Background: an optimization exercise with open tools, aiming at small area, a short achievable clock period and few clock cycles per item. Do not read the settings as production practice. Where RTL was checked, it was by simulation tests only, not by an equivalence proof against the original. No activity file was given, so power comes from the tool's default toggle rates.

P:
==> module hazardUnit, before the edit <==
module hazardUnit (
	input  cpuPkg::regIdxT rx,
	input  cpuPkg::regIdxT ry,
	input  logic           useRx,
	input  logic           useRy,
	input  logic           storeRy,    
	input  logic           exValid,
	input  logic           exRegWrite,
	input  logic           exLoad,
	input  cpuPkg::regIdxT exDest,
	output logic           fwdA,
	output logic           fwdB,
	output logic           stall
);
	logic hitA;
	logic hitB;
	assign hitA = exValid && exRegWrite && exDest == rx && useRx;
	assign hitB = exValid && exRegWrite && exDest == ry && (useRy || storeRy);
	assign fwdA = hitA && !exLoad;
	assign fwdB = hitB && !exLoad;
	assign stall = exLoad && (hitA || hitB);
endmodule
==> module pipelineCpu, before the edit <==
module pipelineCpu (
	input  logic           CLK,
	input  logic           RST,
	output cpuPkg::wordT   imemAddr,
	input  cpuPkg::wordT   imemData,
	output cpuPkg::wordT   dmemAddr,
	output cpuPkg::wordT   dmemWData,
	output logic           dmemRead,
	output logic           dmemWrite,
	input  cpuPkg::wordT   dmemRData,
	output logic           wbValid,
	output cpuPkg::regIdxT wbReg,
	output cpuPkg::wordT   wbData
);
	cpuPkg::wordT    pc;
	cpuPkg::wordT    nextPc;
	cpuPkg::wordT    seqPc;
	cpuPkg::wordT    brTarget;
	cpuPkg::regIdxT  fRx;
	cpuPkg::regIdxT  fRy;
	logic            fUseRx;
	logic            fUseRy;
	logic            fLoad;
	logic            fStore;
	logic            fLi;
	logic            fRegWrite;
	logic            fB;
	logic            fCond;
	logic            fJr;
	logic            fSub;
	pipePkg::resSelT fResSel;
	cpuPkg::regIdxT  fDest;
	logic [8:0]      fImm;
	logic            fFwdA;
	logic            fFwdB;
	logic            fStall;
	logic            fJrFused;
	logic            fBranch;
	logic            fPred;
	pipePkg::exCtrlT fCtrl;
	logic            exValid;
	pipePkg::exCtrlT ex;
	logic [7:0]      exSelA;
	logic [7:0]      exSelB;
	cpuPkg::regIdxT  exDest;
	logic [8:0]      exImm;
	cpuPkg::wordT    exAlt;
	cpuPkg::wordT    valA;
	cpuPkg::wordT    valB;
	cpuPkg::wordT    regB;
	logic            zeroA;
	logic            zeroOpA;
	cpuPkg::wordT    opA;
	cpuPkg::wordT    opB;
	cpuPkg::wordT    aluResult;
	logic            condTaken;
	logic            redirect;
	cpuPkg::wordT    redirectPc;
	logic [2:0]      memFlags;
	logic            memRegWrite;
	logic            memRead;
	logic            memWrite;
	cpuPkg::regIdxT  memDest;
	cpuPkg::wordT    memStore;
	cpuPkg::wordT    memAlu;
	cpuPkg::wordT    memResult;
	cpuPkg::regIdxT  wbDest;
	cpuPkg::wordT    wbResult;
	assign imemAddr = pc;
	assign fRx = imemData[10:8];
	assign fRy = imemData[7:5];
	instrDecoder decoder (.instr(imemData), .useRx(fUseRx), .useRy(fUseRy), .isLoad(fLoad),
		.isStore(fStore), .isLi(fLi), .regWrite(fRegWrite), .isB(fB), .isCond(fCond),
		.isJr(fJr), .sub(fSub), .resSel(fResSel), .dest(fDest),
		.imm(fImm));
	hazardUnit hazard (.rx(fRx), .ry(fRy), .useRx(fUseRx), .useRy(fUseRy), .storeRy(fStore),
		.exValid(exValid), .exRegWrite(ex.regWrite), .exLoad(ex.memRead), .exDest(exDest),
		.fwdA(fFwdA), .fwdB(fFwdB), .stall(fStall));
	assign fJrFused = fJr && exValid && ex.isLi && exDest == fRx;
	assign fBranch = fCond && imemData[7:0] != 8'd0;
	assign fPred = fB || (fCond && imemData[7]) || fJrFused;
	assign seqPc = pc + 16'd1;
	assign brTarget = seqPc + (fB ? {{5{imemData[10]}}, imemData[10:0]} :
		{{8{imemData[7]}}, imemData[7:0]});
	always_comb
	begin
		if (redirect)
			nextPc = redirectPc;
		else if (fStall)
			nextPc = pc;
		else if (fJrFused)
			nextPc = {8'd0, exImm[7:0]};
		else if (fPred)
			nextPc = brTarget;
		else
			nextPc = seqPc;
	end
	always_ff @(posedge CLK or negedge RST)
	begin
		if (!RST)
			pc <= '0;
		else
			pc <= nextPc;
	end
	always_comb
	begin
		fCtrl.sub = fSub;
		fCtrl.resSel = fResSel;
		fCtrl.regWrite = fRegWrite;
		fCtrl.memRead = fLoad;
		fCtrl.memWrite = fStore;
		fCtrl.branch = fBranch;
		fCtrl.branchNonZero = imemData[11];
		fCtrl.pred = fPred;
		fCtrl.jumpReg = fJr && !fJrFused;
		fCtrl.fwdA = fFwdA;
		fCtrl.fwdB = fFwdB;
		fCtrl.isLi = fLi;
	end
	pipeReg #(.width(1)) exValidReg (.CLK(CLK), .RST(RST), .d(!redirect && !fStall),
		.q(exValid));
	always_ff @(posedge CLK)
	begin
		ex <= fCtrl;
		exSelA <= fFwdA || !fUseRx ? 8'd0 : 8'd1 << fRx;
		exSelB <= fFwdB || !(fUseRy || fStore) ? 8'd0 : 8'd1 << fRy;
		exDest <= fDest;
		exImm <= fImm;
		exAlt <= fPred ? seqPc : brTarget;
	end
	regFile regs (.CLK(CLK), .RST(RST), .selA(exSelA), .selB(exSelB), .valA(valA),
		.valB(valB), .zeroA(zeroA), .we(memRegWrite), .wAddr(memDest), .wData(memResult));
	assign opA = valA | (memAlu & {16{ex.fwdA}});
	assign regB = valB | (memAlu & {16{ex.fwdB}});
	assign opB = (regB & {16{!ex.memWrite}}) | {{7{exImm[8]}}, exImm};
	executeStage execute (.ctrl(ex), .opA(opA), .opB(opB), .aluResult(aluResult));
	assign zeroOpA = ex.fwdA ? memAlu == '0 : zeroA;
	assign condTaken = zeroOpA ^ ex.branchNonZero;
	assign redirect = exValid && (ex.jumpReg || (ex.branch && condTaken != ex.pred));
	assign redirectPc = ex.jumpReg ? opA : exAlt;
	pipeReg #(.width(3)) memFlagReg (.CLK(CLK), .RST(RST),
		.d({exValid && ex.regWrite, exValid && ex.memRead, exValid && ex.memWrite}),
		.q(memFlags));
	assign {memRegWrite, memRead, memWrite} = memFlags;
	always_ff @(posedge CLK)
	begin
		memDest <= exDest;
		memAlu <= aluResult;
		memStore <= regB;
	end
	assign dmemAddr = memAlu;
	assign dmemWData = memStore;
	assign dmemRead = memRead;
	assign dmemWrite = memWrite;
	assign memResult = memRead ? dmemRData : memAlu;
	pipeReg #(.width(1)) wbFlagReg (.CLK(CLK), .RST(RST), .d(memRegWrite), .q(wbValid));
	always_ff @(posedge CLK)
	begin
		wbDest <= memDest;
		wbResult <= memResult;
	end
	assign wbReg = wbDest;
	assign wbData = wbResult;
endmodule
Settings: LEC_CHECK=0, ABC_AREA=1, CAP_MARGIN=20, CORE_MARGIN=2, CORE_UTILIZATION=40, CTS_BUF_LIST=sky130_fd_sc_hd__clkbuf_8, CTS_CLUSTER_SIZE=30, SETUP_SLACK_MARGIN=3.0, SLEW_MARGIN=20; clock period 6.2 ns.
standard.sh (not shown) runs the stock make flow with config.mk's settings and CLKGATE_MAP_FILE= SYNTH_SCRIPT=/design/flow/synth_recipe.tcl, a recipe that flattens the netlist after the stock synthesis.
==> flow/flow/run.sh <==
#!/bin/bash
# standard layout, with port buffers of a small plain buffer cell
export BUFFER_PORTS_ARGS="-buffer_cell sky130_fd_sc_hd__buf_1"
export CTS_ARGS="-sink_clustering_enable -repair_clock_nets -buf_list sky130_fd_sc_hd__clkbuf_8 -sink_clustering_size 16 -sink_clustering_max_diameter 100 -dont_use_dummy_load"
bash standard.sh > standard.log 2>&1
Setup changes, P to S
--- a/flow/design.v
+++ b/flow/design.v
@@ -39,6 +39,7 @@
 		logic   fwdA;        
 		logic   fwdB;
 		logic   isLi;
+		logic   loadB;       
 	} exCtrlT;
 endpackage
 module pipeReg #(
@@ -153,6 +154,7 @@
 	input  cpuPkg::regIdxT exDest,
 	output logic           fwdA,
 	output logic           fwdB,
+	output logic           loadB,
 	output logic           stall
 );
 	logic hitA;
@@ -161,7 +163,8 @@
 	assign hitB = exValid && exRegWrite && exDest == ry && (useRy || storeRy);
 	assign fwdA = hitA && !exLoad;
 	assign fwdB = hitB && !exLoad;
-	assign stall = exLoad && (hitA || hitB);
+	assign loadB = hitB && exLoad;
+	assign stall = exLoad && (hitA || (useRy && hitB));
 endmodule
 module executeStage (
 	input  pipePkg::exCtrlT ctrl,
@@ -264,6 +267,7 @@
 	logic            memWrite;
 	cpuPkg::regIdxT  memDest;
 	cpuPkg::wordT    memStore;
+	logic            fLoadB;
 	cpuPkg::wordT    memAlu;
 	cpuPkg::wordT    memResult;
 	cpuPkg::regIdxT  wbDest;
@@ -277,7 +281,7 @@
 		.imm(fImm));
 	hazardUnit hazard (.rx(fRx), .ry(fRy), .useRx(fUseRx), .useRy(fUseRy), .storeRy(fStore),
 		.exValid(exValid), .exRegWrite(ex.regWrite), .exLoad(ex.memRead), .exDest(exDest),
-		.fwdA(fFwdA), .fwdB(fFwdB), .stall(fStall));
+		.fwdA(fFwdA), .fwdB(fFwdB), .loadB(fLoadB), .stall(fStall));
 	assign fJrFused = fJr && exValid && ex.isLi && exDest == fRx;
 	assign fBranch = fCond && imemData[7:0] != 8'd0;
 	assign fPred = fB || (fCond && imemData[7]) || fJrFused;
@@ -318,6 +322,7 @@
 		fCtrl.fwdA = fFwdA;
 		fCtrl.fwdB = fFwdB;
 		fCtrl.isLi = fLi;
+		fCtrl.loadB = fLoadB;
 	end
 	pipeReg #(.width(1)) exValidReg (.CLK(CLK), .RST(RST), .d(!redirect && !fStall),
 		.q(exValid));
@@ -348,7 +353,7 @@
 	begin
 		memDest <= exDest;
 		memAlu <= aluResult;
-		memStore <= regB;
+		memStore <= ex.loadB ? dmemRData : regB;
 	end
 	assign dmemAddr = memAlu;
 	assign dmemWData = memStore;
Notes after the runs:
As of S, post-synthesis area per instance had fallen slightly compared to P.
Proportion of synthesized flip-flops having asynchronous set or reset delta (P -> S): insignificant
| core utilization | P vs S | ≈ equal |
Looking at number of distinct library cells after synthesis, S sits 3 lower than P does.
Relative to P, the initial cell density of the core of S is higher by 0.26 points.
As far as required time at the endpoint of the critical path is concerned, S and P perform about the same.
Relative to P, S improves timing-limited maximum frequency.
Cmp S and P / routed wire length / higher: S
Initial antenna violation count on S is down relative to P.
On part of the power in the clock network, S and P are basically level.
Testbench counts of S, summed over its fixed seeds: cycles 10,648, instrs 10,210.
The RTL of P was laid out without a check of its function.

## separate check: timing with driven ports
In the flow no input, the clock included, has a driving cell. The finished layouts below were timed again as built, in two steps. Step 1 (the two cells are an assumption about what drives the block):
set clk [get_ports {CLK}]
set_driving_cell -lib_cell sky130_fd_sc_hd__clkbuf_16 $clk
set_driving_cell -lib_cell sky130_fd_sc_hd__buf_2 [delete_from_list [all_inputs] $clk]
Step 2 adds t to the input delays and takes it off the output delays; t is the mean of the earliest and latest rising clock arrival at the registers after step 1. Input paths then give back, and output paths get back, about the clock's delay inside the block. Three values: ideal ports, drivers, drivers and shift; two values: the first two.
run | t, ns | setup WS [ns] | hold slack, ns | slew at the worst register clock pin (ns) | worst data-port slew with drivers (ns)
P | 0.597 | 3.010 / 3.010 / 2.627 | 0.379 / 0.379 / 0.379 | 0.12 / 0.12 | 0.04
S | 0.587 | 3.058 / 3.058 / 2.562 | 0.389 / 0.389 / 0.389 | 0.11 / 0.11 | 0.03
After both steps every run listed still meets setup and hold. The setup slack of S, which loses most, moves by 0.000 ns with the drivers and by -0.496 ns with both steps.
